Source: an optimization exercise on an open RTL-to-GDS flow (aim: small area and few clock cycles per item). Production flows keep margins and buffers that such runs may drop. Only simulation tests tie the RTL to the original design; equivalence was not proved. The flow treats the clock pin as an ideal source, which a real chip does not have. No activity file was given, so power comes from the tool's default toggle rates.

==> flow/design.v <==
package crf_pkg;
    localparam int CHAN_W  = 2;
    localparam int BTN_W   = 9;
    localparam int DPAD_W  = 4;
    localparam int AXIS_W  = 10;
    localparam int LEVEL_W = 10;
    localparam int MODE_W  = 8;
    localparam int RPT_W   = 13;
    localparam int VAL_W   = 8;
endpackage
module crf_stick_scale #(
    parameter bit NEG = 1'b0
) (
    input  logic [crf_pkg::AXIS_W-1:0] i_axis,
    output logic [crf_pkg::VAL_W-1:0]  o_value
);
    logic [9:0] x;
    assign x = i_axis;
    generate
        if (NEG) begin : g_neg
            logic t1;
            logic t2;
            logic t3;
            logic t4;
            logic t5;
            logic t6;
            logic t7;
            logic t8;
            logic t9;
            logic t10;
            logic t11;
            logic t12;
            logic t13;
            logic t14;
            logic t15;
            logic t16;
            logic t17;
            logic t18;
            logic t19;
            logic t20;
            logic t21;
            logic t22;
            logic t23;
            logic t24;
            logic t25;
            logic t26;
            logic t27;
            logic t28;
            logic t29;
            logic t30;
            logic t31;
            logic t32;
            logic t33;
            logic t34;
            logic t35;
            logic t36;
            logic t37;
            logic t38;
            logic t39;
            logic t40;
            logic t41;
            logic t42;
            logic t43;
            logic t44;
            logic t45;
            logic t46;
            logic t47;
            logic t48;
            logic t49;
            logic t50;
            logic t51;
            logic t52;
            logic t53;
            logic t54;
            logic t55;
            logic t56;
            logic t57;
            logic t58;
            logic t59;
            logic t60;
            logic t61;
            logic t62;
            logic t63;
            assign t1 = ~x[0];
            assign t2 = (t1 & x[3]) | (t1 & x[6]) | (x[3] & x[6]);
            assign t3 = t1 ^ x[3] ^ x[6];
            assign t4 = ~x[1];
            assign t5 = (t4 & x[4]) | (t4 & x[7]) | (x[4] & x[7]);
            assign t6 = t4 ^ x[4] ^ x[7];
            assign t7 = ~x[2];
            assign t8 = (t7 & x[5]) | (t7 & x[8]) | (x[5] & x[8]);
            assign t9 = t7 ^ x[5] ^ x[8];
            assign t10 = ~x[6];
            assign t11 = (x[3] & t10) | (x[3] & x[9]) | (t10 & x[9]);
            assign t12 = x[3] ^ t10 ^ x[9];
            assign t13 = ~x[4] | x[7];
            assign t14 = x[4] ^ x[7];
            assign t15 = ~x[5] | x[8];
            assign t16 = x[5] ^ x[8];
            assign t17 = t5 | t9;
            assign t18 = t5 ^ t9;
            assign t19 = ~t15;
            assign t20 = (x[6] & x[9]) | (x[6] & t19) | (x[9] & t19);
            assign t21 = x[6] ^ x[9] ^ t19;
            assign t22 = ~t12;
            assign t23 = (t8 & t22) | (t8 & t17) | (t22 & t17);
            assign t24 = t8 ^ t22 ^ t17;
            assign t25 = ~x[7] | ~t20;
            assign t26 = x[7] ^ t20;
            assign t27 = ~t11;
            assign t28 = (t14 & t27) | (t14 & t23) | (t27 & t23);
            assign t29 = t14 ^ t27 ^ t23;
            assign t30 = ~x[8] | t25;
            assign t31 = x[8] ^ t25;
            assign t32 = (t13 & t16) | (t13 & t28) | (t16 & t28);
            assign t33 = t13 ^ t16 ^ t28;
            assign t34 = x[9] | t30;
            assign t35 = x[9] ^ t30;
            assign t36 = x[0] & x[3];
            assign t37 = x[1] & x[4];
            assign t38 = x[1] | x[4];
            assign t39 = t37 | (t38 & t36);
            assign t40 = x[2] & x[5];
            assign t41 = x[2] | x[5];
            assign t42 = t40 | (t41 & t39);
            assign t43 = t3 | t42;
            assign t44 = t2 & t6;
            assign t45 = t2 | t6;
            assign t46 = t44 | (t45 & t43);
            assign t47 = ~t18 & t46;
            assign t48 = t18 ^ t46;
            assign t49 = t24 & t47;
            assign t50 = t24 ^ t47;
            assign t51 = t29 & t49;
            assign t52 = t29 ^ t49;
            assign t53 = t33 & t51;
            assign t54 = t33 ^ t51;
            assign t55 = ~t21;
            assign t56 = (t55 & t32) | (t55 & t53) | (t32 & t53);
            assign t57 = t55 ^ t32 ^ t53;
            assign t58 = ~t26 & t56;
            assign t59 = t26 ^ t56;
            assign t60 = t31 & t58;
            assign t61 = t31 ^ t58;
            assign t62 = ~t35 & t60;
            assign t63 = t35 ^ t60;
            assign o_value = {~t63, t61, ~t59, t57, t54, t52, t50, ~t48};
        end else begin : g_pos
            logic t1;
            logic t2;
            logic t3;
            logic t4;
            logic t5;
            logic t6;
            logic t7;
            logic t8;
            logic t9;
            logic t10;
            logic t11;
            logic t12;
            logic t13;
            logic t14;
            logic t15;
            logic t16;
            logic t17;
            logic t18;
            logic t19;
            logic t20;
            logic t21;
            logic t22;
            logic t23;
            logic t24;
            logic t25;
            logic t26;
            logic t27;
            logic t28;
            logic t29;
            logic t30;
            logic t31;
            logic t32;
            logic t33;
            logic t34;
            logic t35;
            logic t36;
            logic t37;
            logic t38;
            logic t39;
            logic t40;
            logic t41;
            logic t42;
            logic t43;
            logic t44;
            logic t45;
            logic t46;
            logic t47;
            logic t48;
            logic t49;
            logic t50;
            logic t51;
            logic t52;
            logic t53;
            logic t54;
            logic t55;
            logic t56;
            logic t57;
            logic t58;
            logic t59;
            logic t60;
            logic t61;
            logic t62;
            logic t63;
            logic t64;
            logic t65;
            logic t66;
            logic t67;
            assign t1 = ~x[0] | ~x[3];
            assign t2 = x[0] ^ x[3];
            assign t3 = ~x[0];
            assign t4 = (t3 & x[3]) | (t3 & x[6]) | (x[3] & x[6]);
            assign t5 = t3 ^ x[3] ^ x[6];
            assign t6 = ~x[1];
            assign t7 = (t6 & x[4]) | (t6 & x[7]) | (x[4] & x[7]);
            assign t8 = t6 ^ x[4] ^ x[7];
            assign t9 = ~x[2];
            assign t10 = (t9 & x[5]) | (t9 & x[8]) | (x[5] & x[8]);
            assign t11 = t9 ^ x[5] ^ x[8];
            assign t12 = ~x[6];
            assign t13 = (x[3] & t12) | (x[3] & x[9]) | (t12 & x[9]);
            assign t14 = x[3] ^ t12 ^ x[9];
            assign t15 = x[4] | ~x[7];
            assign t16 = x[4] ^ x[7];
            assign t17 = x[5] | ~x[8];
            assign t18 = x[5] ^ x[8];
            assign t19 = ~t1;
            assign t20 = (x[1] & x[4]) | (x[1] & t19) | (x[4] & t19);
            assign t21 = x[1] ^ x[4] ^ t19;
            assign t22 = ~t7 | ~t11;
            assign t23 = t7 ^ t11;
            assign t24 = (x[6] & x[9]) | (x[6] & t17) | (x[9] & t17);
            assign t25 = x[6] ^ x[9] ^ t17;
            assign t26 = (x[2] & x[5]) | (x[2] & t20) | (x[5] & t20);
            assign t27 = x[2] ^ x[5] ^ t20;
            assign t28 = ~t10;
            assign t29 = (t28 & t14) | (t28 & t22) | (t14 & t22);
            assign t30 = t28 ^ t14 ^ t22;
            assign t31 = x[7] | t24;
            assign t32 = x[7] ^ t24;
            assign t33 = (t16 & t13) | (t16 & t29) | (t13 & t29);
            assign t34 = t16 ^ t13 ^ t29;
            assign t35 = x[8] | t31;
            assign t36 = x[8] ^ t31;
            assign t37 = (t15 & t18) | (t15 & t33) | (t18 & t33);
            assign t38 = t15 ^ t18 ^ t33;
            assign t39 = ~x[9] | t35;
            assign t40 = x[9] ^ t35;
            assign t41 = ~x[1] & ~x[0];
            assign t42 = ~x[2] & t41;
            assign t43 = ~t2 & t42;
            assign t44 = ~t21 & t43;
            assign t45 = ~t27 & t44;
            assign t46 = ~t5 & ~t26;
            assign t47 = ~t5 | ~t26;
            assign t48 = t46 | (t47 & t45);
            assign t49 = ~t4 & ~t8;
            assign t50 = ~t4 | ~t8;
            assign t51 = t49 | (t50 & t48);
            assign t52 = ~t23 & t51;
            assign t53 = t23 ^ t51;
            assign t54 = t30 & t52;
            assign t55 = t30 ^ t52;
            assign t56 = t34 & t54;
            assign t57 = t34 ^ t54;
            assign t58 = t38 & t56;
            assign t59 = t38 ^ t56;
            assign t60 = (t25 & t37) | (t25 & t58) | (t37 & t58);
            assign t61 = t25 ^ t37 ^ t58;
            assign t62 = ~t32 & t60;
            assign t63 = t32 ^ t60;
            assign t64 = ~t36 & t62;
            assign t65 = t36 ^ t62;
            assign t66 = t40 & t64;
            assign t67 = t40 ^ t64;
            assign o_value = {t67, ~t65, ~t63, t61, t59, t57, t55, ~t53};
        end
    endgenerate
endmodule
module crf_trig_scale (
    input  logic [crf_pkg::LEVEL_W-1:0] i_level,
    input  logic                        i_btn,
    output logic [crf_pkg::VAL_W-1:0]   o_level,
    output logic                        o_btn
);
    logic       w_dec;
    logic [7:0] w_s;
    logic       w_hi;
    logic       w_zero;
    assign w_dec  = i_level[0] ? (i_level[8:0] >= 9'd501) : (i_level[8:1] != 8'd0);
    assign w_s    = i_level[9] ? 8'hFF : (i_level[8:1] - 8'(w_dec));
    assign w_hi   = i_level >= 10'd493;
    assign w_zero = i_level < 10'd3;
    assign o_level = (i_btn && (w_hi || w_zero)) ? 8'hFF : w_s;
    assign o_btn   = w_hi || (w_zero && i_btn);
endmodule
module crf_report_build (
    input  logic [crf_pkg::BTN_W-1:0]  i_buttons,
    input  logic [crf_pkg::DPAD_W-1:0] i_dpad,
    input  logic [crf_pkg::MODE_W-1:0] i_mode,
    input  logic [crf_pkg::VAL_W-1:0]  i_rx,
    input  logic [crf_pkg::VAL_W-1:0]  i_ry,
    input  logic [crf_pkg::VAL_W-1:0]  i_tl,
    input  logic [crf_pkg::VAL_W-1:0]  i_tr,
    input  logic                       i_tl_btn,
    input  logic                       i_tr_btn,
    output logic [crf_pkg::RPT_W-2:0]  o_buttons,    
    output logic [crf_pkg::VAL_W-1:0]  o_rx,
    output logic [crf_pkg::VAL_W-1:0]  o_ry,
    output logic [crf_pkg::VAL_W-1:0]  o_tl,
    output logic [crf_pkg::VAL_W-1:0]  o_tr
);
    logic w_low;        
    logic w_snib;       
    logic w_tnib;       
    logic w_tzero;      
    assign w_low   = (i_mode[7:2] == 6'd0);
    assign w_snib  = w_low && (i_mode[1] ^ i_mode[0]);
    assign w_tnib  = w_low && !i_mode[0];
    assign w_tzero = (i_mode == 8'd4);
    assign o_buttons = {i_dpad[2], i_dpad[3], i_dpad[1], i_dpad[0],
                        i_tr_btn, i_tl_btn, i_buttons[4], i_buttons[7] | i_buttons[8],
                        i_buttons[3:0]};
    assign o_rx = w_snib ? {4'd0, i_rx[7:4]} : i_rx;
    assign o_ry = w_snib ? {4'd0, i_ry[7:4]} : i_ry;
    assign o_tl = w_tzero ? 8'd0 : w_tnib ? {4'd0, i_tl[7:4]} : i_tl;
    assign o_tr = w_tzero ? 8'd0 : w_tnib ? {4'd0, i_tr[7:4]} : i_tr;
endmodule
module controller_report_formatter_unit (
    input  logic                              i_clk,
    input  logic                              i_rst_n,
    input  logic                              i_upd_valid,
    output logic                              o_upd_ready,
    input  logic [crf_pkg::CHAN_W-1:0]        i_upd_channel,
    input  logic [crf_pkg::BTN_W-1:0]         i_upd_button_bits,
    input  logic [crf_pkg::DPAD_W-1:0]        i_upd_dpad_bits,
    input  logic signed [crf_pkg::AXIS_W-1:0] i_upd_axis_left_x,
    input  logic signed [crf_pkg::AXIS_W-1:0] i_upd_axis_left_y,
    input  logic signed [crf_pkg::AXIS_W-1:0] i_upd_axis_right_x,
    input  logic signed [crf_pkg::AXIS_W-1:0] i_upd_axis_right_y,
    input  logic [crf_pkg::LEVEL_W-1:0]       i_upd_brake_level,
    input  logic [crf_pkg::LEVEL_W-1:0]       i_upd_throttle_level,
    input  logic [crf_pkg::MODE_W-1:0]        i_upd_analog_mode,
    output logic                              o_rpt_valid,
    input  logic                              i_rpt_ready,
    output logic [crf_pkg::CHAN_W-1:0]        o_rpt_out_channel,
    output logic [crf_pkg::RPT_W-1:0]         o_rpt_report_buttons,
    output logic [crf_pkg::VAL_W-1:0]         o_rpt_stick_lx,
    output logic [crf_pkg::VAL_W-1:0]         o_rpt_stick_ly,
    output logic [crf_pkg::VAL_W-1:0]         o_rpt_stick_rx,
    output logic [crf_pkg::VAL_W-1:0]         o_rpt_stick_ry,
    output logic [crf_pkg::VAL_W-1:0]         o_rpt_trig_left,
    output logic [crf_pkg::VAL_W-1:0]         o_rpt_trig_right
);
    logic                      r_valid;
    logic                      w_take;
    logic [crf_pkg::VAL_W-1:0] w_lx, w_ly, w_rx, w_ry, w_tl, w_tr;
    logic                      w_tl_btn, w_tr_btn;
    logic [crf_pkg::RPT_W-2:0] n_buttons;
    logic [crf_pkg::VAL_W-1:0] n_rx, n_ry, n_tl, n_tr;
    logic [crf_pkg::CHAN_W-1:0] r_channel;
    logic [crf_pkg::RPT_W-2:0]  r_buttons;
    logic [crf_pkg::VAL_W-1:0]  r_lx, r_ly, r_rx, r_ry, r_tl, r_tr;
    assign o_upd_ready = !r_valid || i_rpt_ready;
    assign w_take      = o_upd_ready && i_upd_valid;
    crf_stick_scale #(.NEG(1'b0)) u_lx (.i_axis(i_upd_axis_left_x),  .o_value(w_lx));
    crf_stick_scale #(.NEG(1'b1)) u_ly (.i_axis(i_upd_axis_left_y),  .o_value(w_ly));
    crf_stick_scale #(.NEG(1'b0)) u_rx (.i_axis(i_upd_axis_right_x), .o_value(w_rx));
    crf_stick_scale #(.NEG(1'b1)) u_ry (.i_axis(i_upd_axis_right_y), .o_value(w_ry));
    crf_trig_scale u_tl (
        .i_level (i_upd_brake_level),
        .i_btn   (i_upd_button_bits[5]),
        .o_level (w_tl),
        .o_btn   (w_tl_btn)
    );
    crf_trig_scale u_tr (
        .i_level (i_upd_throttle_level),
        .i_btn   (i_upd_button_bits[6]),
        .o_level (w_tr),
        .o_btn   (w_tr_btn)
    );
    crf_report_build u_build (
        .i_buttons (i_upd_button_bits),
        .i_dpad    (i_upd_dpad_bits),
        .i_mode    (i_upd_analog_mode),
        .i_rx      (w_rx),
        .i_ry      (w_ry),
        .i_tl      (w_tl),
        .i_tr      (w_tr),
        .i_tl_btn  (w_tl_btn),
        .i_tr_btn  (w_tr_btn),
        .o_buttons (n_buttons),
        .o_rx      (n_rx),
        .o_ry      (n_ry),
        .o_tl      (n_tl),
        .o_tr      (n_tr)
    );
    always_ff @(posedge i_clk) begin
        if (!i_rst_n) begin
            r_valid <= 1'b0;
        end else if (o_upd_ready) begin
            r_valid <= i_upd_valid;
        end
    end
    always_ff @(posedge i_clk) begin
        if (w_take) begin
            r_channel <= i_upd_channel;
            r_buttons <= n_buttons;
            r_lx      <= w_lx;
            r_ly      <= w_ly;
            r_rx      <= n_rx;
            r_ry      <= n_ry;
            r_tl      <= n_tl;
            r_tr      <= n_tr;
        end
    end
    assign o_rpt_valid          = r_valid;
    assign o_rpt_out_channel    = r_channel;
    assign o_rpt_report_buttons = {1'b1, r_buttons};
    assign o_rpt_stick_lx       = r_lx;
    assign o_rpt_stick_ly       = r_ly;
    assign o_rpt_stick_rx       = r_rx;
    assign o_rpt_stick_ry       = r_ry;
    assign o_rpt_trig_left      = r_tl;
    assign o_rpt_trig_right     = r_tr;
endmodule
==> flow/flow/run.sh <==
#!/bin/bash
# Own layout flow: the standard flow with three changes.
#  1. Synthesis is the standard synthesis script (synth_recipe.tcl and ORFS's synth.tcl) except
#     that Yosys's "abc -fast" pre-mapping in synth's fine step is skipped and no full or half
#     adder cells are extracted, so the hand-built adder structure of the RTL reaches ABC as
#     written. Registers, their names and cell types are those of the standard synthesis
#     (only the combinational mapping differs).
#     The final ABC mapping of the remaining logic uses flow/abc_area.script (area-oriented
#     amap) in place of ORFS's speed script.
#  2. Ports are buffered with sky130_fd_sc_hd__buf_1 (every input and output still gets its
#     own buffer, as in the standard flow).
#  3. Clock tree synthesis takes its arguments from flow/cts_args.txt (no dummy loads).
#  4. Everything after synthesis is standard.sh (the standard flow's own layout) unchanged.
# Each tool's output goes to a log file in this folder.
set -euo pipefail
W=$PWD
S=$FLOW_HOME/scripts/synth.tcl
sed -e 's/synth -top \$::env(DESIGN_NAME) -run fine: {\*}\$synth_full_args/synth -top $::env(DESIGN_NAME) -run fine: -noabc {*}$synth_full_args/' \
    -e 's/^  extract_fa {\*}\[dont_use_extract_fa_args\]$/  puts "own flow: no adder extraction"/' \
    -e "s#^source \$::env(SCRIPTS_DIR)/synth_preamble.tcl\$#&\nlset abc_args 1 $W/flow/abc_area.script#" \
    "$S" > "$W/own_synth.tcl"
grep -q -- '-run fine: -noabc' "$W/own_synth.tcl"
grep -q -- 'own flow: no adder extraction' "$W/own_synth.tcl"
grep -q -- "^lset abc_args 1 $W/flow/abc_area.script" "$W/own_synth.tcl"
sed -e "s#\$::env(SCRIPTS_DIR)/synth.tcl#$W/own_synth.tcl#" "$W/synth_recipe.tcl" > "$W/own_synth_recipe.tcl"
grep -q "$W/own_synth.tcl" "$W/own_synth_recipe.tcl"
KNOBS=$(sed -n 's/^make .* SYNTH_SCRIPT=[^ ]* \(.*\) "\${@:-finish}"$/\1/p' "$W/standard.sh")
eval "make -C $FLOW_HOME DESIGN_CONFIG=$W/config.mk WORK_HOME=$W/orfs CLKGATE_MAP_FILE= SYNTH_SCRIPT=$W/own_synth_recipe.tcl $KNOBS synth" > "$W/synth.log" 2>&1
export BUFFER_PORTS_ARGS="-buffer_cell sky130_fd_sc_hd__buf_1"
# clock tree options (replace ORFS's clock_tree_synthesis arguments when flow/cts_args.txt exists)
if [[ -f "$W/flow/cts_args.txt" ]]; then
  export CTS_ARGS="$(cat "$W/flow/cts_args.txt")"
fi
bash "$W/standard.sh" > "$W/layout.log" 2>&1
==> flow/flow/abc_area.script <==
strash
ifraig
dc2
dch -f
amap
topo
stime -c
==> flow/flow/cts_args.txt <==
-sink_clustering_enable -repair_clock_nets -buf_list sky130_fd_sc_hd__clkbuf_8 -dont_use_dummy_load -sink_clustering_size 32 -sink_clustering_max_diameter 200 -sink_clustering_levels 1 -sink_buffer_max_cap_derate 1.0
==> flow/standard.sh <==
#!/bin/bash
# synth_recipe.tcl (not shown) runs the flow's synth.tcl, then flattens the netlist and writes it again
# the make line also repeats each setting of config.mk as NAME=value (left out here)
make -C /OpenROAD-flow-scripts/flow DESIGN_CONFIG=/design/flow/config.mk WORK_HOME=/design/flow/orfs CLKGATE_MAP_FILE= SYNTH_SCRIPT=/design/flow/synth_recipe.tcl "${@:-finish}"
==> flow/config.mk <==
export PLATFORM = sky130hd
export DESIGN_NAME = controller_report_formatter_unit
export DESIGN_NICKNAME = controller_report_formatter_unit
export VERILOG_FILES = /design/flow/design.v
export SDC_FILE = /design/flow/constraint.sdc
export NUM_CORES = 4
export LEC_CHECK = 0
export CAP_MARGIN = 20
export CORE_MARGIN = 2
export CORE_UTILIZATION = 40
export CTS_BUF_LIST = sky130_fd_sc_hd__clkbuf_8
export SLEW_MARGIN = 20
==> flow/constraint.sdc <==
create_clock -name core_clock -period 8.0 [get_ports {i_clk}]
set_input_delay 1.6000 -clock core_clock [delete_from_list [all_inputs] [get_ports {i_clk}]]
set_output_delay 1.6000 -clock core_clock [all_outputs]
set_load 0.01 [all_outputs]
==> results of run 1 <==
## worst max-delay path: cells and delay by family
| family | cells | cell delay, ns |
|---|---|---|
| compound gates | 7 | 1.29 |
| buf+inv | 3 | 0.44 |
| simple gates | 10 | 1.27 |
## per-stage QoR
stage	instances	hold WS, ns	area (um^2)	worst slack [ns]	total power (W)
after floorplan	531	0.6716	4165	3.078	0.0005784
after global placement	818	0.6717	4918	3.260	0.0006532
after detailed placement	818	0.6894	4918	3.186	0.0006572
after CTS	827	0.6968	5042	3.509	0.0008623
after global routing	827	0.7325	5042	3.048	0.0009072
final	827	0.6973	5042	3.448	0.0008498
## sequential cells by signal, indices dropped and copies added, names as in the netlist
signal,count
r_buttons,12
r_channel,2
r_lx,8
r_ly,8
r_rx,8
r_ry,8
r_tl,8
r_tr,8
r_valid,1
## report_power, final
part           leakage, nW  total (W)  internal, W  switching (W)
clock               0.0647   0.000200    0.0000997       0.000100
combinational        0.998   0.000235    0.0000838       0.000151
sequential           0.599   0.000415     0.000406     0.00000908
## final timing paths
check,startpoint,end,depth (start not counted)
setup reg to reg,r_valid,r_buttons[4],3
setup / recovery,i_upd_axis_right_x[8],r_rx[2],20
hold / removal,r_valid,r_valid,2
hold reg to reg,r_valid,r_valid,2
## cell usage after synthesis (all sizes together) (3+ instances only)
cell type  instances  share of area [%]
nor2             124                 11
clkinv            69                6.2
o21ai             66                7.9
edfxtp            62                 45
a21oi             44                5.3
nand2             43                3.9
o22ai             28                4.2
a211oi            16                2.9
o21a              13                2.3
a21o               6                1.1
nor2b              6               0.90
a31oi              5               0.75
and2               5               0.75
nor3               4               0.48
o211ai             4               0.72
nand4              3               0.45
nor4               3               0.45
o21bai             3               0.54
or2                3               0.45
## per-layer routing
| metal | routed length [um] | vias to the layer above | part of all wire (%) | GRT usage [%] |
|---|---|---|---|---|
| li1 | - | 2248 | - | - |
| met1 | 4519 | 1788 | 45 | 23.08 |
| met2 | 4580 | 127 | 46 | 28.57 |
| met3 | 711 | 12 | 7.1 | 4.231 |
| met4 | 161 | 0 | 1.6 | 7.707 |
| met5 | 0 | - | 0 | 0 |
## final cells by class
cell class	instances	area, um^2	area share (%)
Timing Repair Buffer	152	578.1	11.46
Inverter	69	259.0	5.136
Clock buffer	9	123.9	2.457
Sequential cell	63	1882	37.32
Multi-Input combinational cell	398	2029	40.25
Tap cell	136	170.2	3.375
## cells by family (layout without fill, tap and decap cells)
family                    count (synthesis)  in the layout  synth area share, %
xor gates and xnor gates                  1              1               0.2103
AOI/OAI and AO/OA                       199            199                28.66
buffers and inverters                    70            230                6.398
DFF                                      63             63                45.18
other                                     1              1              0.09003
and+or+nand+nor                         197            197                19.47
==> impl_metrics.json, run 1 <==
{
  "portBuffers": 150,
  "num_rows": 37,
  "worst_path_most_repeated_cell": "nor2_1",
  "grt.overflow.total": 0,
  "cap_violations": 0,
  "drv_slew": 0,
  "grt_pass1_vias": 3709,
  "vias": 4175,
  "ir_drop_mv": 0.06268,
  "ys_ff_latch": 63,
  "cts_setup_buffers": 0,
  "crit_chain": "buf_1, clkinv_1, nor2_1, clkinv_1, o21ai_0, nor2_1, a21oi_1, nor2_1, o22ai_1, o22ai_1, nor2b_1, nor2_1, nor2_1, a21oi_1, nor2_1, or3_1, nand2_1, nor2_1, o21ai_0, o32ai_1",
  "ys_types": 38,
  "ys_async_sr_fraction_pct": 0,
  "clock-sinks": 63,
  "hold_viol_final": 0,
  "crit_arrival_ns": 4.60,
  "drive_gt1_share_pct": 1.881,
  "core_area_um2": 10230,
  "diodes": 0,
  "worst-path-max-fanout": 4,
  "drtPass1Iterations": 6,
  "place.gp.congestion": 0.8500,
  "pin_count": 152,
  "leakage_nw": 1.662,
  "synth_area_um2": 4165,
  "post-route-period-util_pct": 56.90,
  "setup_violations": 0,
  "ys_seq_area_share_pct": 45.18,
  "start_util_pct": 40.71,
  "drc": 0,
  "syn_area_per_cell_um2": 7.844,
  "clock_latency_ns": 0.34,
  "dp_hpwl_mm": 8.137,
  "synthCells": 531,
  "r2r_slack_ns": 6.39,
  "final_common_cell": "buf_1",
  "cts-resized-gates": 0,
  "synth_fp_nets": 618,
  "slew_headroom_pct": 47.69,
  "cp-start-kind": "input pin",
  "setup-tns-final_ns": 0,
  "nets": 780,
  "via_per_inst": 5.048,
  "path_clk_slew_ns": 0.05,
  "endpoint_kind": "flop",
  "area_delta_synth_final_pct": 21.06,
  "power_density_nw_per_um2": 168.5,
  "cpPeakStageDelay_ns": 0.33,
  "grt_usage_pct": 17.83,
  "die_area_um2": 11250,
  "critPathKind": "in2reg",
  "antenna_found_initial": 0,
  "cts_tree": "yes",
  "hold_path_class": "reg2reg",
  "fin_util_pct": 49.28,
  "fin_skew_ns": 0.02576,
  "numCtsBuffers": 9,
  "drt_iter0_markers": 157,
  "synthFlopType": "edfxtp_1",
  "num-fill-cells": 1042,
  "hold_buffers": 0,
  "final_cell_mix": "buf_1 (150), nor2_1 (124), clkinv_1 (69), o21ai_0 (66), edfxtp_1 (62)",
  "fmax_mhz": 219.7,
  "yosysWarningCount": 1,
  "slowest_stage": "or3_1",
  "worst_ep_required_time_ns": 8.04,
  "drt-total-wl_mm": 9.972,
  "grt_max_degree": 63,
  "synth_edf_count": 62,
  "drt-wirelength-per-cell_um": 12.06,
  "status": "complete, no violations",
  "tightestPinTransition_ns": 0.7847,
  "detail-route-antenna-nets": 0,
  "grt_first_pass_wirelength_mm": 16.22,
  "die_h_um": 106.0,
  "rsz0062_at_grt": "no",
  "period_needed_ns": 4.552,
  "die_w_um": 106.0
}
Testbench counts, summed over its fixed seeds: cycles 16,008, items 16,000.
==> inputs of run 2 (changes only) <==
==> flow/flow/cts_args.txt (replaced) <==
-sink_clustering_enable -repair_clock_nets -root_buf sky130_fd_sc_hd__clkbuf_8 -tree_buf sky130_fd_sc_hd__clkbuf_4 -buf_list sky130_fd_sc_hd__clkbuf_4 -dont_use_dummy_load
==> run 2 against run 1 <==
Still clean. Design area unchanged. Utilization unchanged. Non-clock buffer count stayed put. Register-to-register slack barely moved. Combinational power barely moved. Clock power about the same.
==> impl_metrics.json, run 2 <==
{
  "worst_path_most_repeated_cell": "nor2_1",
  "portBuffers": 150,
  "grt_use_met1_pct": 23.08,
  "hold_path_class": "reg2reg",
  "area_delta_synth_final_pct": 21.06,
  "slowest_stage": "or3_1",
  "worst_ep_required_time_ns": 8.04,
  "dp_hpwl_mm": 8.137,
  "post-route-period-util_pct": 56.90,
  "setup_violations": 0,
  "regMostFlops": "r_buttons",
  "nets": 780,
  "dp.cells": 818,
  "ys_seq_area_share_pct": 45.18,
  "vias": 4175,
  "ys_ff_latch": 63,
  "placed_cell_area_um2": 4918,
  "use_met3_pct": 4.231,
  "grt_first_pass_wirelength_mm": 16.22,
  "final_cell_mix": "buf_1 (150), nor2_1 (124), clkinv_1 (69), o21ai_0 (66), edfxtp_1 (62)",
  "synthAdderAreaFrac_pct": 0,
  "diodes": 0,
  "core_area_um2": 10230,
  "yosysTopAreaCellShare_pct": 44.70,
  "synth_edf_count": 62,
  "grt_usage_pct": 17.83,
  "syn_area_per_cell_um2": 7.844,
  "slew_headroom_pct": 47.69,
  "status": "complete, no violations",
  "rsz0062_at_grt": "no",
  "grt_max_degree": 63,
  "synth_area_um2": 4165,
  "drv_slew": 0,
  "synth-simple-area-share_pct": 19.47,
  "hold_viol_final": 0,
  "top_usage_layer": "met2",
  "pin_count": 152,
  "synth_compound_area_share_pct": 28.66,
  "place.gp.congestion": 0.8500,
  "use_met2_pct": 28.57,
  "drc": 0,
  "fin_skew_ns": 0.02576,
  "synthFlopType": "edfxtp_1",
  "power_density_nw_per_um2": 168.5,
  "fin_area_um2": 5042,
  "cp-start-kind": "input pin",
  "timing.hold.ws_ns": 0.6973,
  "synth_largest_area_cell": "edfxtp_1",
  "ys_types": 38,
  "final_cells": 827,
  "ys_async_sr_fraction_pct": 0,
  "drt-total-wl_mm": 9.972,
  "die_w_um": 106.0,
  "cts-resized-gates": 0,
  "antenna_found_initial": 0,
  "crit_chain": "buf_1, clkinv_1, nor2_1, clkinv_1, o21ai_0, nor2_1, a21oi_1, nor2_1, o22ai_1, o22ai_1, nor2b_1, nor2_1, nor2_1, a21oi_1, nor2_1, or3_1, nand2_1, nor2_1, o21ai_0, o32ai_1",
  "drtPass1Iterations": 6,
  "cpLargestDelayFamily": "compound AO/OA/AOI/OAI gates",
  "synth_top_family_by_area": "compound AO/OA/AOI/OAI gates",
  "synthTopCellsByCount": "nor2_1 (124), clkinv_1 (69), o21ai_0 (66)",
  "cap_violations": 0,
  "place_ws_ns": 3.186,
  "crit_arrival_ns": 4.60,
  "synth_xor_area_share_pct": 0.2103,
  "leakage_nw": 1.662,
  "path_clk_slew_ns": 0.05,
  "period_needed_ns": 4.552,
  "drive_gt1_share_pct": 1.881,
  "worst-path-max-fanout": 4,
  "hold_buffers": 0,
  "clock_latency_ns": 0.34,
  "via_per_inst": 5.048,
  "ir_drop_mv": 0.06268,
  "critPathBufInv": 3,
  "tightestPinTransition_ns": 0.7847,
  "synth_fp_nets": 618,
  "grt_pass1_vias": 3709,
  "synthCells": 531,
  "num_rows": 37,
  "yosysWarningCount": 1,
  "yosysMostFrequentCell": "nor2_1",
  "cpPeakStageDelay_ns": 0.33,
  "numCtsBuffers": 9,
  "critPathKind": "in2reg",
  "start_util_pct": 40.71,
  "die_area_um2": 11250,
  "muxShareOfSynthArea_pct": 0,
  "final_common_cell": "buf_1",
  "clock-sinks": 63,
  "die_h_um": 106.0,
  "grt.overflow.total": 0,
  "cts_tree": "yes",
  "fin_ws_ns": 3.448,
  "drt_iter0_markers": 157,
  "drt-wirelength-per-cell_um": 12.06,
  "detail-route-antenna-nets": 0,
  "endpoint_kind": "flop",
  "fmax_mhz": 219.7,
  "setup-tns-final_ns": 0,
  "largest_reg_flops": 12,
  "cts_setup_buffers": 0,
  "synth_area_leaders": "edfxtp_1 (45%), nor2_1 (11%), o21ai_0 (7.9%)"
}
[run 2: layout make-up]
cell class / instances / area, um^2
tap: 136 / 170.2
inverter: 69 / 259.0
fill: 1042 / 5189
sequential: 63 / 1882
clock buffer: 9 / 123.9
multi-input combinational: 398 / 2029
timing repair buffer: 152 / 578.1
[run 2: kinds of logic after synthesis]
logic type / Yosys count
AO/OA/AOI/OAI: 199
other: 1
AND/OR/NAND/NOR: 197
buffers and inverters: 70
flip-flops: 63
XOR/XNOR: 1
[run 2: metal layers]
metal  wire (um)  part of all wire (%)  vias to the layer above
met5           0                     0                        -
met4         161                   1.6                        0
met3         711                   7.1                       12
met2        4580                    46                      127
met1        4519                    45                     1788
li1            -                     -                     2248
[run 2: final timing paths]
| path | start | end | slack [ns] | depth (start not counted) |
|---|---|---|---|---|
| max | i_upd_axis_right_x[8] | r_rx[2] | 3.45 | 20 |
| min reg2reg | r_valid | r_valid | 0.70 | 2 |
| max reg2reg | r_valid | r_buttons[4] | 6.39 | 3 |
| min | r_valid | r_valid | 0.70 | 2 |
[run 2: worst reg2reg max path, delay by kind of cell (launching register included)]
kind,cells,cell delay [ns]
simple gates,2,0.28
buf+inv,1,0.60
flops,1,0.30
[run 2: power by group]
| group | internal (W) | switching, W | total (W) |
|---|---|---|---|
| registers | 0.000406 | 0.00000908 | 0.000415 |
| clock network | 0.0000997 | 0.000100 | 0.000200 |
| logic | 0.0000838 | 0.000151 | 0.000235 |
| total | 0.000589 | 0.000260 | 0.000850 |
[run 2: stage by stage]
stage          util [%]  total power [W]
2_1_floorplan         -        0.0005784
3_3_place_gp      48.07        0.0006532
3_5_place_dp      48.07        0.0006572
4_1_cts           49.28        0.0008623
5_1_grt           49.28        0.0009072
6_report          49.28        0.0008498
==> inputs of run 3 (changes only) <==
==> flow/flow/cts_args.txt (replaced) <==
-sink_clustering_enable -repair_clock_nets -buf_list sky130_fd_sc_hd__clkbuf_8 -dont_use_dummy_load
==> run 3 against run 2 <==
First-iteration DRC count unchanged. Maximum frequency unchanged. Area after synthesis unchanged. Die area unchanged. Sequential power about the same. Largest power group unchanged. Highest routed layer unchanged.
==> impl_metrics.json, run 3 <==
{
  "status": "complete, no violations",
  "cts-resized-gates": 0,
  "final_cell_mix": "buf_1 (150), nor2_1 (124), clkinv_1 (69), o21ai_0 (66), edfxtp_1 (62)",
  "hold_buffers": 0,
  "period_needed_ns": 4.552,
  "numCtsBuffers": 9,
  "synth_edf_count": 62,
  "cp-start-kind": "input pin",
  "cts_setup_buffers": 0,
  "grt_max_degree": 63,
  "setup-tns-final_ns": 0,
  "yosysWarningCount": 1,
  "ys_seq_area_share_pct": 45.18,
  "syn_area_per_cell_um2": 7.844,
  "clock_latency_ns": 0.34,
  "drt_iter0_markers": 157,
  "portBuffers": 150,
  "dp_hpwl_mm": 8.137,
  "synth_area_um2": 4165,
  "leakage_nw": 1.662,
  "synth_largest_area_cell": "edfxtp_1",
  "diodes": 0,
  "die_h_um": 106.0,
  "synth-simple-area-share_pct": 19.47,
  "nets": 780,
  "synthTopCellsByCount": "nor2_1 (124), clkinv_1 (69), o21ai_0 (66)",
  "post-route-period-util_pct": 56.90,
  "drc": 0,
  "num-fill-cells": 1042,
  "tightestPinTransition_ns": 0.7847,
  "fmax_mhz": 219.7,
  "synth_fp_nets": 618,
  "grt.overflow.total": 0,
  "timing.hold.ws_ns": 0.6973,
  "dr_wl_met2_mm": 4.580,
  "clock-sinks": 63,
  "num_rows": 37,
  "drt-total-wl_mm": 9.972,
  "wl_met1_mm": 4.519,
  "area_delta_synth_final_pct": 21.06,
  "ir_drop_mv": 0.06268,
  "grt_usage_pct": 17.83,
  "muxShareOfSynthArea_pct": 0,
  "cts_tree": "yes",
  "drv_slew": 0,
  "start_util_pct": 40.71,
  "critPathKind": "in2reg",
  "drtPass1Iterations": 6,
  "highest_layer": "met4",
  "die_w_um": 106.0,
  "worst_ep_required_time_ns": 8.04,
  "synth_top_family_by_area": "compound AO/OA/AOI/OAI gates",
  "ys_async_sr_fraction_pct": 0,
  "regMostFlops": "r_buttons",
  "synthFlopType": "edfxtp_1",
  "ys_ff_latch": 63,
  "fin_ws_ns": 3.448,
  "worst-path-max-fanout": 4,
  "ys_types": 38,
  "synthAdderAreaFrac_pct": 0,
  "yosysMostFrequentCell": "nor2_1",
  "via_per_inst": 5.048,
  "final_common_cell": "buf_1",
  "fin_skew_ns": 0.02576,
  "power_density_nw_per_um2": 168.5,
  "wl_met3_um": 711,
  "largest_reg_flops": 12,
  "synth_area_leaders": "edfxtp_1 (45%), nor2_1 (11%), o21ai_0 (7.9%)",
  "crit_arrival_ns": 4.60,
  "synthCells": 531,
  "core_area_um2": 10230,
  "drt-wirelength-per-cell_um": 12.06,
  "slew_headroom_pct": 47.69,
  "endpoint_kind": "flop",
  "grt_pass1_vias": 3709,
  "antenna_found_initial": 0,
  "place.gp.congestion": 0.8500,
  "pin_count": 152,
  "detail-route-antenna-nets": 0,
  "synth_compound_area_share_pct": 28.66,
  "place_ws_ns": 3.186,
  "rsz0062_at_grt": "no",
  "drive_gt1_share_pct": 1.881,
  "hold_viol_final": 0,
  "path_clk_slew_ns": 0.05,
  "setup_violations": 0,
  "cap_violations": 0,
  "yosysTopAreaCellShare_pct": 44.70,
  "synth_xor_area_share_pct": 0.2103,
  "grt_first_pass_wirelength_mm": 16.22,
  "vias": 4175,
  "die_area_um2": 11250,
  "hold_path_class": "reg2reg"
}
-- run 3: cells by family after synthesis --
logic type | Yosys count
AOI/OAI and AO/OA | 199
xor gates and xnor gates | 1
buffers and inverters | 70
DFF | 63
other | 1
and+or+nand+nor | 197
-- run 3: area by class of cell --
type | count | area, um^2 | share of cell area, %
multi-input combinational | 398 | 2029 | 40.25
timing repair buffer | 152 | 578.1 | 11.46
tap | 136 | 170.2 | 3.375
clock buffer | 9 | 123.9 | 2.457
sequential | 63 | 1882 | 37.32
inverter | 69 | 259.0 | 5.136
-- run 3: through the flow --
stage / utilization, % / total power, W / instance area (um^2) / instances
global placement: 48.07 / 0.0006532 / 4918 / 818
floorplan: - / 0.0005784 / 4165 / 531
detailed placement: 48.07 / 0.0006572 / 4918 / 818
global route: 49.28 / 0.0009072 / 5042 / 827
CTS: 49.28 / 0.0008623 / 5042 / 827
finish: 49.28 / 0.0008498 / 5042 / 827
-- run 3: worst paths after layout --
path,cells past startpoint,slack [ns],startpoint,end
setup / recovery,20,3.45,i_upd_axis_right_x[8],r_rx[2]
hold / removal,2,0.70,r_valid,r_valid
setup reg to reg,3,6.39,r_valid,r_buttons[4]
hold reg to reg,2,0.70,r_valid,r_valid
-- run 3: power by group --
group / total (W) / switching, W / internal [W] / leakage, nW
Combinational: 0.000235 / 0.000151 / 0.0000838 / 0.998
Sequential: 0.000415 / 0.00000908 / 0.000406 / 0.599
Clock: 0.000200 / 0.000100 / 0.0000997 / 0.0647
Total: 0.000850 / 0.000260 / 0.000589 / 1.66
-- run 3: layer usage --
metal / vias to the layer above / global-route usage [%]
met5: - / 0
met4: 0 / 7.707
met3: 12 / 4.231
met2: 127 / 28.57
met1: 1788 / 23.08
li1: 2248 / -
-- run 3: critical path: stages --
cell and delay, ns:
buf_1 0.17, clkinv_1 0.16, nor2_1 0.16, clkinv_1 0.11
o21ai_0 0.18, nor2_1 0.07, a21oi_1 0.16, nor2_1 0.11
o22ai_1 0.24, o22ai_1 0.15, nor2b_1 0.17, nor2_1 0.14
nor2_1 0.05, a21oi_1 0.15, nor2_1 0.07, or3_1 0.33
nand2_1 0.10, nor2_1 0.07, o21ai_0 0.29, o32ai_1 0.12
==> inputs of run 4 (changes only) <==
==> flow/flow/cts_args.txt (replaced) <==
-sink_clustering_enable -repair_clock_nets -root_buf sky130_fd_sc_hd__clkbuf_8 -tree_buf sky130_fd_sc_hd__clkbuf_8 -buf_list sky130_fd_sc_hd__clkbuf_8 -dont_use_dummy_load
--- a/flow/config.mk
+++ b/flow/config.mk
@@ -8,5 +8,5 @@
 export CAP_MARGIN = 20
 export CORE_MARGIN = 2
-export CORE_UTILIZATION = 40
+export CORE_UTILIZATION = 65
 export CTS_BUF_LIST = sky130_fd_sc_hd__clkbuf_8
 export SLEW_MARGIN = 20
==> run 4 against run 3 <==
Setup slack lost 0.14 ns. Combinational power is 4% higher. Critical path depth rose by 1. Total power is 1.3% higher. Design area is 1.5% lower. Register-to-register slack worse by 0.03 ns. Flip-flop and latch count unchanged. Highest routed layer unchanged. Routed wire length grew 5.8%. Critical endpoint is now r_lx[6]. Maximum frequency down 2.9%. First-iteration DRC count is 100% higher. Still clean on timing, DRC and antenna.
==> impl_metrics.json, run 4 <==
{
  "status": "complete, no violations",
  "whs_endpoint": "r_valid",
  "diodes": 0,
  "place.gp.congestion": 0.8941,
  "fmax_mhz": 213.3,
  "antenna_found_initial": 0,
  "critPathKind": "in2reg",
  "ys_async_sr_fraction_pct": 0,
  "regArea_um2": 1882,
  "period_needed_ns": 4.688,
  "drt-wirelength-per-cell_um": 13.74,
  "drt-total-wl_mm": 10.55,
  "grt_usage_pct": 31.12,
  "ys_seq_area_share_pct": 45.18,
  "worst-path-max-fanout": 5,
  "synth_compound_area_share_pct": 28.66,
  "detail-route-antenna-nets": 0,
  "tightestPinTransition_ns": 0.7701,
  "cp-start-kind": "input pin",
  "num_rows": 29,
  "ir_drop_mv": 0.1299,
  "synth_area_um2": 4165,
  "final_cell_mix": "buf_1 (150), nor2_1 (124), clkinv_1 (69), o21ai_0 (66), edfxtp_1 (62)",
  "grt.overflow.total": 0,
  "portBuffers": 150,
  "rr_startpoint": "r_valid",
  "place_ws_ns": 3.101,
  "dp_hpwl_mm": 8.429,
  "slew_headroom_pct": 48.66,
  "drtPass1Iterations": 6,
  "nets": 780,
  "synth_edf_count": 62,
  "r2r_slack_ns": 6.36,
  "die_h_um": 84.05,
  "via_per_inst": 5.922,
  "synth_top_family_by_area": "compound AO/OA/AOI/OAI gates",
  "whs_path_depth": 2,
  "clock-sinks": 63,
  "power_density_nw_per_um2": 173.2,
  "area_delta_synth_final_pct": 19.29,
  "setup-tns-final_ns": 0,
  "die_area_um2": 7064,
  "cts-resized-gates": 0,
  "post-route-period-util_pct": 58.60,
  "rsz0062_at_grt": "no",
  "largest_reg_flops": 12,
  "start_util_pct": 66.35,
  "regMostFlops": "r_buttons",
  "drt_iter0_markers": 316,
  "cts_setup_buffers": 0,
  "pin_count": 152,
  "setup_violations": 0,
  "drc": 0,
  "final_common_cell": "buf_1",
  "synthAdderAreaFrac_pct": 0,
  "cap_violations": 0,
  "hold_buffers": 0,
  "yosysTopAreaCellShare_pct": 44.70,
  "fin_skew_ns": 0.01780,
  "hold_path_class": "reg2reg",
  "synth_area_leaders": "edfxtp_1 (45%), nor2_1 (11%), o21ai_0 (7.9%)",
  "grt_pass1_vias": 4113,
  "syn_area_per_cell_um2": 7.844,
  "synth_fp_nets": 618,
  "ys_ff_latch": 63,
  "synthTopCellsByCount": "nor2_1 (124), clkinv_1 (69), o21ai_0 (66)",
  "synth-simple-area-share_pct": 19.47,
  "multi_input_area_um2": 2029,
  "yosysWarningCount": 1,
  "synth_xor_area_share_pct": 0.2103,
  "synthFlopType": "edfxtp_1",
  "muxShareOfSynthArea_pct": 0,
  "crit_arrival_ns": 4.77,
  "path_clk_slew_ns": 0.06,
  "drv_slew": 0,
  "core_area_um2": 6277,
  "p_total_w": 0.0008605,
  "yosysMostFrequentCell": "nor2_1",
  "timing.hold.ws_ns": 0.7207,
  "die_w_um": 84.05,
  "fin_ws_ns": 3.312,
  "num-fill-cells": 458,
  "vias": 4548,
  "grt_max_degree": 63,
  "numCtsBuffers": 9,
  "synth_largest_area_cell": "edfxtp_1",
  "drive_gt1_share_pct": 1.881,
  "worstReg2RegEnd": "r_tr[2]",
  "worst_ep_required_time_ns": 8.08,
  "cts_tree": "yes",
  "endpoint_kind": "flop",
  "grt_first_pass_wirelength_mm": 17.91,
  "synthCells": 531,
  "leakage_nw": 1.662,
  "hold_viol_final": 0,
  "ys_types": 38,
  "hold_start": "r_valid",
  "rr_worst_depth": 3,
  "clock_latency_ns": 0.32
}
[run 4: cell counts after synthesis]
No cell type changed its count.
[run 4: how the worst max path moves through the flow]
stage / startpoint / to / cells past startpoint
final: i_upd_axis_left_x[8] / r_lx[6] / 21
after floorplan: i_rpt_ready / r_buttons[0] / 2
after global placement: i_upd_axis_right_x[8] / r_rx[2] / 20
after global routing: i_upd_axis_right_y[5] / r_ry[2] / 21
after detailed placement: i_upd_axis_left_y[5] / r_ly[6] / 21
after CTS: i_upd_axis_left_y[5] / r_ly[6] / 21
[run 4: worst max-delay path, cell delays in order]
cell and delay [ns]:
buf_1 0.18, clkinv_1 0.18, nor2_1 0.16, clkinv_1 0.11, o21ai_0 0.21, nor2_1 0.07
a21oi_1 0.19, nor2_1 0.11, o22ai_1 0.28, nor2_1 0.09, o21ai_0 0.29, nand2_1 0.12
o21ai_0 0.17, nand2_1 0.12, o21ai_0 0.14, nand2_1 0.13, o211ai_1 0.12, nand2_1 0.12
nor2_1 0.17, nand2_1 0.09, o21a_1 0.11
[run 4: area by class of cell]
cell class | count | share of cell area [%]
multi-input cells | 398 | 40.85
flip-flops and latches | 63 | 37.87
repair buffers | 152 | 11.63
inverters | 69 | 5.213
clock buffers | 9 | 2.493
well taps | 77 | 1.939
[run 4: kinds of logic after synthesis]
group,count (synthesis)
AND/OR/NAND/NOR,197
XOR/XNOR,1
AO/OA/AOI/OAI,199
flip-flops,63
other,1
buffers and inverters,70
[run 4: stage by stage]
stage / util (%) / area [um^2] / instances
floorplan: - / 4165 / 531
global placement: 77.18 / 4845 / 759
detailed placement: 77.18 / 4845 / 759
CTS: 79.15 / 4969 / 768
global route: 79.15 / 4969 / 768
finish: 79.15 / 4969 / 768
[run 4: per-layer routing]
layer / global-route usage, % / part of all wire [%] / vias up
met5: 0 / 0 / -
met4: 11.14 / 3.3 / 0
met3: 6.528 / 9.0 / 46
met2: 54.55 / 49 / 269
met1: 37.77 / 39 / 1985
li1: - / - / 2248
[run 4: power by group]
group / internal, W / switching (W)
registers: 0.000406 / 0.00000929
logic: 0.0000838 / 0.000160
clock network: 0.0000998 / 0.000101
==> inputs of run 5 (changes only) <==
==> flow/flow/cts_args.txt (replaced) <==
-sink_clustering_enable -repair_clock_nets -root_buf sky130_fd_sc_hd__clkbuf_4 -tree_buf sky130_fd_sc_hd__clkbuf_2 -buf_list sky130_fd_sc_hd__clkbuf_2 -dont_use_dummy_load
--- a/flow/config.mk
+++ b/flow/config.mk
@@ -8,5 +8,5 @@
 export CAP_MARGIN = 20
 export CORE_MARGIN = 2
-export CORE_UTILIZATION = 65
+export CORE_UTILIZATION = 40
 export CTS_BUF_LIST = sky130_fd_sc_hd__clkbuf_8
 export SLEW_MARGIN = 20
==> run 5 against run 4 <==
Still clean. Die area rose by 59%. Count of clock-buffer cells in the layout is the same. Clock power is 27% lower. Design area rose by 0.35%. Global-route usage is 13 points lower. Sequential share of layout area fell by 0.13 points. Final cell count rose by 7.7%. Worst hold slack worse by 0.020 ns. Routed wire length down 5.8%. Synthesized cell count unchanged. Via count fell by 8.0%. Register-to-register slack better by 0.04 ns. Critical path type unchanged. Largest power group unchanged.
==> impl_metrics.json, run 5 <==
{
  "status": "complete, no violations",
  "dp_hpwl_mm": 8.137,
  "setup_violations": 0,
  "worstReg2RegEnd": "r_buttons[4]",
  "grt_first_pass_wirelength_mm": 16.16,
  "synthCells": 531,
  "place.gp.congestion": 0.8500,
  "portBuffers": 150,
  "cts_tree": "yes",
  "synth-simple-area-share_pct": 19.47,
  "num_rows": 37,
  "cap_violations": 0,
  "tightestPinTransition_ns": 0.7723,
  "placed_cell_area_um2": 4918,
  "regMostFlops": "r_buttons",
  "drt-total-wl_mm": 9.938,
  "cp-endpoint": "r_rx[2]",
  "clock-sinks": 63,
  "synth_compound_area_share_pct": 28.66,
  "drt-wirelength-per-cell_um": 12.02,
  "p_total_w": 0.0007954,
  "synthAdderAreaFrac_pct": 0,
  "synthTopCellsByCount": "nor2_1 (124), clkinv_1 (69), o21ai_0 (66)",
  "ys_ff_latch": 63,
  "drv_slew": 0,
  "fin_skew_ns": 0.03755,
  "synthFlopType": "edfxtp_1",
  "detail-route-antenna-nets": 0,
  "worst_ep_required_time_ns": 8.10,
  "period_needed_ns": 4.498,
  "hold_viol_final": 0,
  "area_delta_synth_final_pct": 19.71,
  "ys_async_sr_fraction_pct": 0,
  "num-fill-cells": 1051,
  "endpoint_kind": "flop",
  "grt_pass1_vias": 3701,
  "cts-resized-gates": 0,
  "yosysWarningCount": 1,
  "critPathKind": "in2reg",
  "synth_area_um2": 4165,
  "nets": 780,
  "rr_startpoint": "r_valid",
  "numCtsBuffers": 9,
  "ys_seq_area_share_pct": 45.18,
  "drt_iter0_markers": 158,
  "ys_types": 38,
  "start_util_pct": 40.71,
  "die_w_um": 106.0,
  "drtPass1Iterations": 5,
  "rr_worst_depth": 3,
  "post-route-period-util_pct": 56.22,
  "crit_arrival_ns": 4.59,
  "synth_fp_nets": 618,
  "synth_xor_area_share_pct": 0.2103,
  "grt.overflow.total": 0,
  "die_area_um2": 11250,
  "pin_count": 152,
  "muxShareOfSynthArea_pct": 0,
  "via_per_inst": 5.058,
  "leakage_nw": 1.639,
  "antenna_found_initial": 0,
  "final_cell_mix": "buf_1 (150), nor2_1 (124), clkinv_1 (69), o21ai_0 (66), edfxtp_1 (62)",
  "worst-path-max-fanout": 4,
  "final_common_cell": "buf_1",
  "hold_buffers": 0,
  "yosysTopAreaCellShare_pct": 44.70,
  "drive_gt1_share_pct": 1.881,
  "yosysMostFrequentCell": "nor2_1",
  "synth_largest_area_cell": "edfxtp_1",
  "synth_edf_count": 62,
  "synth_area_leaders": "edfxtp_1 (45%), nor2_1 (11%), o21ai_0 (7.9%)",
  "fmax_mhz": 222.3,
  "power_density_nw_per_um2": 159.5,
  "syn_area_per_cell_um2": 7.844,
  "grt_max_degree": 63,
  "synth_top_family_by_area": "compound AO/OA/AOI/OAI gates",
  "largest_reg_flops": 12,
  "vias": 4183,
  "core_area_um2": 10230,
  "diodes": 0,
  "crit_start": "i_upd_axis_right_x[8]",
  "cp-start-kind": "input pin",
  "r2r_slack_ns": 6.40,
  "hold_path_class": "reg2reg",
  "slew_headroom_pct": 48.51,
  "timing.hold.ws_ns": 0.7004,
  "grt_usage_pct": 17.71,
  "ir_drop_mv": 0.05843,
  "fin_area_um2": 4986,
  "die_h_um": 106.0,
  "clock_latency_ns": 0.40,
  "cts_setup_buffers": 0,
  "drc": 0,
  "setup-tns-final_ns": 0,
  "rsz0062_at_grt": "no",
  "path_clk_slew_ns": 0.07
}
-- run 5: worst min path at each step --
stage / cells after the start / to / slack [ns] / startpoint
after floorplan: 2 / r_valid / 0.67 / r_valid
after global placement: 2 / r_valid / 0.67 / r_valid
after detailed placement: 2 / r_valid / 0.69 / r_valid
after CTS: 2 / r_valid / 0.70 / r_valid
after global routing: 2 / r_valid / 0.74 / r_valid
final: 2 / r_valid / 0.70 / r_valid
-- run 5: worst max-delay path: stages --
cell and delay [ns]:
buf_1 0.17, clkinv_1 0.16, nor2_1 0.16, clkinv_1 0.11, o21ai_0 0.18, nor2_1 0.07
a21oi_1 0.16, nor2_1 0.11, o22ai_1 0.24, o22ai_1 0.15, nor2b_1 0.17, nor2_1 0.14
nor2_1 0.05, a21oi_1 0.15, nor2_1 0.07, or3_1 0.33, nand2_1 0.10, nor2_1 0.07
o21ai_0 0.29, o32ai_1 0.12
-- run 5: cells by family (layout without fill, tap and decap cells) --
logic type,after synthesis,after routing
AOI/OAI and AO/OA,199,199
xor gates and xnor gates,1,1
buffers and inverters,70,230
DFF,63,63
other,1,1
and+or+nand+nor,197,197
-- run 5: where the power goes --
group / internal (W) / switching [W]
Clock: 0.0000523 / 0.0000941
Sequential: 0.000405 / 0.00000913
Combinational: 0.0000838 / 0.000151
-- run 5: routing by layer --
layer / track usage [%] / vias to the layer above / part of all wire [%]
met5: 0 / - / 0
met2: 28.57 / 115 / 46
li1: - / 2250 / -
met4: 7.707 / 0 / 2.1
met3: 3.863 / 14 / 6.3
met1: 22.96 / 1804 / 46
-- run 5: metrics by stage --
step	setup WS [ns]	utilization, %	std cells
after floorplan	3.078	-	531
after detailed placement	3.186	48.07	818
after global routing	3.113	48.73	827
final	3.502	48.73	827
after CTS	3.577	48.73	827
after global placement	3.260	48.07	818
-- run 5: final cells by class --
cell class | instances | area [um^2] | share of cell area, %
multi-input combinational | 398 | 2029 | 40.70
tap | 136 | 170.2 | 3.413
clock buffer | 9 | 67.56 | 1.355
sequential | 63 | 1882 | 37.74
timing repair buffer | 152 | 578.1 | 11.59
inverter | 69 | 259.0 | 5.194
==> inputs of run 6 (changes only) <==
--- a/flow/config.mk
+++ b/flow/config.mk
@@ -8,5 +8,5 @@
 export CAP_MARGIN = 20
 export CORE_MARGIN = 2
-export CORE_UTILIZATION = 40
+export CORE_UTILIZATION = 65
 export CTS_BUF_LIST = sky130_fd_sc_hd__clkbuf_8
 export SLEW_MARGIN = 20
==> run 6 against run 5 <==
Flip-flop and latch count stayed put. Design area is 1.5% lower. Utilization rose by 30 points. Synthesized cell count is the same. Area after synthesis did not move. Critical endpoint is now r_ly[6]. Highest routed layer unchanged.
==> impl_metrics.json, run 6 <==
{
  "cts_tree": "yes",
  "largest_reg_flops": 12,
  "slowest_stage": "o21ai_0",
  "crit_chain": "buf_1, clkinv_1, nor2_1, clkinv_1, o21ai_0, a21oi_1, nand2_1, and2_0, o21bai_1, nor2_1, o21ai_0, nand2_1, o21ai_0, nor2_1, a21oi_1, nand2_1, o211ai_1, nand2_1, nor2_1, nand2_1, o21a_1",
  "ys_types": 38,
  "cpPeakStageDelay_ns": 0.31,
  "dp_hpwl_mm": 8.429,
  "path_depth": 21,
  "antenna_found_initial": 0,
  "ys_seq_area_share_pct": 45.18,
  "fin_util_pct": 78.25,
  "die_area_um2": 7064,
  "start_util_pct": 66.35,
  "synthAdderAreaFrac_pct": 0,
  "diodes": 0,
  "slew_headroom_pct": 49.25,
  "cap_violations": 0,
  "tightestPinTransition_ns": 0.7613,
  "worst_path_most_repeated_cell": "nand2_1",
  "rsz0062_at_grt": "no",
  "ir_drop_mv": 0.1246,
  "post-route-period-util_pct": 58.21,
  "die_h_um": 84.05,
  "drtPass1Iterations": 5,
  "area_delta_synth_final_pct": 17.93,
  "worst_ep_required_time_ns": 8.11,
  "fmax_mhz": 214.8,
  "drt-wirelength-per-cell_um": 13.70,
  "grt_max_degree": 63,
  "fin_ws_ns": 3.344,
  "fin_skew_ns": 0.03299,
  "cpLargestDelayFamily": "compound AO/OA/AOI/OAI gates",
  "path_clk_slew_ns": 0.09,
  "synth_area_um2": 4165,
  "synthCells": 531,
  "clock-sinks": 63,
  "detail-route-antenna-nets": 0,
  "leakage_nw": 1.639,
  "vias": 4531,
  "drt_iter0_markers": 306,
  "fin_area_um2": 4912,
  "regMostFlops": "r_buttons",
  "cts-resized-gates": 0,
  "drive_gt1_share_pct": 1.881,
  "nets": 780,
  "syn_area_per_cell_um2": 7.844,
  "yosysTopAreaCellShare_pct": 44.70,
  "synth_fp_nets": 618,
  "synth_top_family_by_area": "compound AO/OA/AOI/OAI gates",
  "portBuffers": 150,
  "status": "complete, no violations",
  "numCtsBuffers": 9,
  "synth_largest_area_cell": "edfxtp_1",
  "setup-tns-final_ns": 0,
  "num_rows": 29,
  "grt_first_pass_wirelength_mm": 17.84,
  "worst-path-max-fanout": 5,
  "setup_violations": 0,
  "whs_path_depth": 2,
  "synth_edf_count": 62,
  "via_per_inst": 5.900,
  "final_cell_mix": "buf_1 (150), nor2_1 (124), clkinv_1 (69), o21ai_0 (66), edfxtp_1 (62)",
  "yosysWarningCount": 1,
  "rr_worst_depth": 3,
  "power_density_nw_per_um2": 163.8,
  "grt_pass1_vias": 4096,
  "critPathKind": "in2reg",
  "cts_setup_buffers": 0,
  "crit_arrival_ns": 4.77,
  "yosysMostFrequentCell": "nor2_1",
  "pin_count": 152,
  "synthFlopType": "edfxtp_1",
  "hold_viol_final": 0,
  "critPathBufInv": 3,
  "endpoint_kind": "flop",
  "grt_usage_pct": 30.72,
  "core_area_um2": 6277,
  "ys_async_sr_fraction_pct": 0,
  "drt-total-wl_mm": 10.52,
  "cp-start-kind": "input pin",
  "final_common_cell": "buf_1",
  "synthTopCellsByCount": "nor2_1 (124), clkinv_1 (69), o21ai_0 (66)",
  "hold_path_class": "reg2reg",
  "synth-simple-area-share_pct": 19.47,
  "hold_buffers": 0,
  "period_needed_ns": 4.656,
  "place_ws_ns": 3.101,
  "synth_compound_area_share_pct": 28.66,
  "drc": 0,
  "die_w_um": 84.05,
  "synth_xor_area_share_pct": 0.2103,
  "grt.overflow.total": 0,
  "muxShareOfSynthArea_pct": 0,
  "clock_latency_ns": 0.36,
  "synth_area_leaders": "edfxtp_1 (45%), nor2_1 (11%), o21ai_0 (7.9%)",
  "place.gp.congestion": 0.8941,
  "placed_cell_area_um2": 4845,
  "drv_slew": 0,
  "timing.hold.ws_ns": 0.7247,
  "ys_ff_latch": 63
}
## run 6: cell counts in the layout (fill, tap and decap cells not counted)
Identical to the previous run, type by type.
## run 6: area by class of cell
type                       count  area, um^2
sequential                    63        1882
multi-input combinational    398        2029
fill                         467        1365
tap                           77       96.34
timing repair buffer         152       578.1
inverter                      69       259.0
clock buffer                   9       67.56
## run 6: routing by layer
| metal | routed length [um] | GRT usage [%] | up-vias |
|---|---|---|---|
| met3 | 887 | 5.341 | 32 |
| li1 | - | - | 2253 |
| met2 | 5290 | 55.70 | 265 |
| met4 | 239 | 8.211 | 0 |
| met1 | 4104 | 37.57 | 1981 |
| met5 | 0 | 0 | - |
## run 6: per-stage QoR
stage | instances | power (W)
after floorplan | 531 | 0.0005784
after global placement | 759 | 0.0006468
after detailed placement | 759 | 0.0006599
after CTS | 768 | 0.0008011
after global routing | 768 | 0.0008525
final | 768 | 0.0008048
## run 6: cells by family after synthesis
logic type,after synthesis
compound gates,199
simple gates,197
buf+inv,70
flops,63
xor+xnor,1
other cells,1
## run 6: where the power goes
| part | internal [W] | switching (W) |
|---|---|---|
| sequential | 0.000405 | 0.00000939 |
| combinational | 0.0000838 | 0.000160 |
| clock | 0.0000523 | 0.0000941 |
## run 6: path summary, 6_finish.rpt
| path | slack, ns | end | from |
|---|---|---|---|
| hold reg to reg | 0.72 | r_valid | r_valid |
| setup / recovery | 3.34 | r_ly[6] | i_upd_axis_left_y[5] |
| setup reg to reg | 6.35 | r_ry[6] | r_valid |
| hold / removal | 0.72 | r_valid | r_valid |
## run 6: tightest hold or removal path, cell delays in order, from the launching register on
cell and delay (ns):
dfxtp_1 0.33, nor2b_1 0.18, o21a_1 0.18
==> inputs of run 7 (changes only) <==
==> flow/flow/abc_area.script (replaced) <==
strash
ifraig
dc2
&get -n
&deepsyn -T 60
&put
dch -f
amap
topo
stime -c
==> flow/flow/cts_args.txt (replaced) <==
-sink_clustering_enable -repair_clock_nets -root_buf sky130_fd_sc_hd__clkbuf_4 -tree_buf sky130_fd_sc_hd__clkbuf_4 -buf_list sky130_fd_sc_hd__clkbuf_4 -dont_use_dummy_load
==> run 7 against run 6 <==
Still clean. Design area down 3.4%. Clock skew decreased by 0.017 ns. Setup slack worse by 0.62 ns. Final cell count decreased by 4.7%. Routed wire length shrank 2.7%. Clock power about the same. Total power down 1.9%. First-iteration DRC count decreased by 28%. Maximum frequency is 12% lower. Via count down 6.2%. Critical path type unchanged. Critical endpoint is now r_ly[5]. Highest routed layer unchanged.
==> impl_metrics.json, run 7 <==
{
  "critPathKind": "in2reg",
  "cts-resized-gates": 0,
  "drt-total-wl_mm": 10.24,
  "clock_latency_ns": 0.40,
  "largest_reg_flops": 12,
  "setup_violations": 0,
  "setup-tns-final_ns": 0,
  "worstReg2RegEnd": "r_lx[0]",
  "rsz0062_at_grt": "no",
  "antenna_found_initial": 0,
  "diodes": 0,
  "synth_xor_area_share_pct": 0,
  "rr_startpoint": "r_valid",
  "worst_path_most_repeated_cell": "o21ai_0",
  "final_common_cell": "buf_1",
  "drv_slew": 0,
  "yosysWarningCount": 1,
  "grt_usage_pct": 30.71,
  "synth_largest_area_cell": "edfxtp_1",
  "num-fill-cells": 436,
  "synth_area_um2": 3998,
  "synth_edf_count": 62,
  "status": "complete, no violations",
  "synth_area_leaders": "edfxtp_1 (47%), nor2_1 (10%), o21ai_0 (6.8%)",
  "cpLargestDelayFamily": "compound AO/OA/AOI/OAI gates",
  "ir_drop_mv": 0.09636,
  "numCtsBuffers": 9,
  "num_rows": 28,
  "synth_compound_area_share_pct": 24.82,
  "cts_tree": "yes",
  "syn_area_per_cell_um2": 8.060,
  "muxShareOfSynthArea_pct": 0,
  "core_area_um2": 5921,
  "drt_iter0_markers": 219,
  "drt-wirelength-per-cell_um": 13.99,
  "final_cell_mix": "buf_1 (150), nor2_1 (107), clkinv_1 (64), edfxtp_1 (62), o21ai_0 (54)",
  "crit_chain": "buf_1, clkinv_1, nor2_1, a21oi_1, o22ai_1, nand2_1, o21ai_0, o21ai_0, and2_0, nand2_1, o21ai_0, nand2_1, clkinv_1, o21ai_0, o21ai_0, o22ai_1, nand2_1, o21ai_0, nor3_1, a311oi_1, o21ai_0, a211oi_1, nand2b_1, o21ai_0",
  "dp_hpwl_mm": 8.171,
  "whs_path_depth": 2,
  "area_delta_synth_final_pct": 18.69,
  "rr_worst_depth": 3,
  "hold_buffers": 0,
  "via_per_inst": 5.806,
  "tightestPinTransition_ns": 0.7545,
  "yosysTopAreaCellShare_pct": 46.57,
  "fin_skew_ns": 0.01649,
  "drc": 0,
  "cap_violations": 0,
  "slew_headroom_pct": 49.70,
  "slowest_stage": "o22ai_1",
  "placed_cell_area_um2": 4677,
  "hold_viol_final": 0,
  "clock-sinks": 63,
  "cpPeakStageDelay_ns": 0.31,
  "crit_arrival_ns": 5.43,
  "worst-path-max-fanout": 6,
  "detail-route-antenna-nets": 0,
  "place.gp.congestion": 0.9625,
  "synthAdderAreaFrac_pct": 0,
  "die_w_um": 82.42,
  "synthTopCellsByCount": "nor2_1 (107), clkinv_1 (64), edfxtp_1 (62)",
  "portBuffers": 150,
  "critPathBufInv": 3,
  "cts_setup_buffers": 0,
  "post-route-period-util_pct": 65.95,
  "drive_gt1_share_pct": 1.979,
  "power_density_nw_per_um2": 166.4,
  "grt.overflow.total": 0,
  "period_needed_ns": 5.276,
  "hold_start": "r_valid",
  "pin_count": 152,
  "die_h_um": 82.42,
  "grt_max_degree": 61,
  "whs_endpoint": "r_valid",
  "fmax_mhz": 189.5,
  "synth_fp_nets": 583,
  "synth_top_family_by_area": "compound AO/OA/AOI/OAI gates",
  "hold_path_class": "reg2reg",
  "grt_first_pass_wirelength_mm": 15.94,
  "path_clk_slew_ns": 0.10,
  "drtPass1Iterations": 7,
  "ys_types": 39,
  "r2r_slack_ns": 6.30,
  "regMostFlops": "r_buttons",
  "start_util_pct": 67.52,
  "die_area_um2": 6793,
  "nets": 746,
  "leakage_nw": 1.562,
  "ys_seq_area_share_pct": 47.07,
  "synth-simple-area-share_pct": 21.82,
  "worst_ep_required_time_ns": 8.15,
  "crit_start": "i_upd_axis_left_y[4]",
  "endpoint_kind": "flop",
  "grt_pass1_vias": 3692,
  "cp-start-kind": "input pin",
  "synthCells": 496,
  "ys_async_sr_fraction_pct": 0,
  "synthFlopType": "edfxtp_1",
  "vias": 4250,
  "yosysMostFrequentCell": "nor2_1",
  "ys_ff_latch": 63,
  "fin_area_um2": 4745
}
[run 7: changes by cell type in the layout (fill, tap and decap cells not counted), moves of 4 or more]
cell	previous run	this run
o21ai_0	66	54
a21o_1	6	1
clkinv_1	69	64
o21a_1	13	3
nor3_1	4	16
o32ai_1	1	5
a22oi_1	2	7
or2_0	3	7
o22ai_1	28	19
nor2_1	124	107
a21oi_1	44	40
a211oi_1	15	10
nand2_1	43	47
[run 7: cell type report]
cell class	count	area, um^2	area share (%)
flip-flops and latches	63	1882	39.66
multi-input cells	368	1876	39.53
repair buffers	153	585.6	12.34
inverters	64	240.2	5.063
well taps	75	93.84	1.978
clock buffers	9	67.56	1.424
[run 7: cell families (layout without fill, tap and decap cells)]
kind of cell	after synthesis	count (layout)
AOI/OAI and AO/OA	163	163
and+or+nand+nor	204	204
other	1	1
buffers and inverters	65	226
DFF	63	63
[run 7: worst max path at each step]
stage                     cells past startpoint           end
after floorplan                               2  r_buttons[0]
after global placement                       24       r_rx[1]
after detailed placement                     24       r_ly[5]
after CTS                                    24       r_ly[5]
after global routing                         24       r_ly[6]
final                                        24       r_ly[5]
[run 7: worst register-to-register path, delay by kind of cell, from the launching register on]
family	cells	cell delay (ns)
buffers and inverters	1	0.61
flip-flops	1	0.33
AND/OR/NAND/NOR	2	0.36
[run 7: per-layer routing]
metal | track usage (%) | share of wire, % | up-vias
li1 | - | - | 2137
met1 | 39.02 | 39 | 1859
met2 | 52.66 | 50 | 225
met3 | 5.000 | 8.3 | 29
met4 | 11.50 | 2.8 | 0
met5 | 0 | 0 | -
[run 7: where the power goes]
group	internal, W	total, W	switching (W)
clock network	0.0000522	0.000147	0.0000949
registers	0.000403	0.000411	0.00000753
logic	0.0000773	0.000231	0.000154
total	0.000533	0.000789	0.000256
[run 7: through the flow]
stage               power [W]  hold WS [ns]  setup WS [ns]  util, %  cells
floorplan           0.0005686        0.6716          3.078        -    496
global placement    0.0006329        0.7515          2.613    78.99    723
detailed placement  0.0006453        0.7507          2.358    78.99    723
CTS                 0.0007872        0.7641          2.783    80.14    732
global route        0.0008373        0.7858          2.125    80.14    732
finish              0.0007893        0.7600          2.724    80.14    732

## separate check: timing with driven ports
Ports are ideal in the flow. The routed layouts listed here were re-timed in OpenROAD. Step 1 sets driving cells, clkbuf_16 on the clock port and buf_2 on the other inputs (assumed; they add their load-dependent delay and slew). Step 2 times the ports against the registers' clock, not the clock port: input delays grow and output delays shrink by t, the midpoint of the rising clock arrivals with the driver on. Three values: ideal ports, drivers, drivers and shift; two values: the first two.
run	t (ns)	setup WS [ns]
run 1	0.355	3.448 / 3.458 / 3.103
run 2	0.355	3.448 / 3.458 / 3.103
run 3	0.355	3.448 / 3.458 / 3.103
run 4	0.349	3.312 / 3.320 / 2.971
run 5	0.408	3.502 / 3.512 / 3.103
run 6	0.380	3.344 / 3.350 / 2.970
run 7	0.416	2.724 / 2.730 / 2.313
After both steps setup and hold are still met in every run listed.
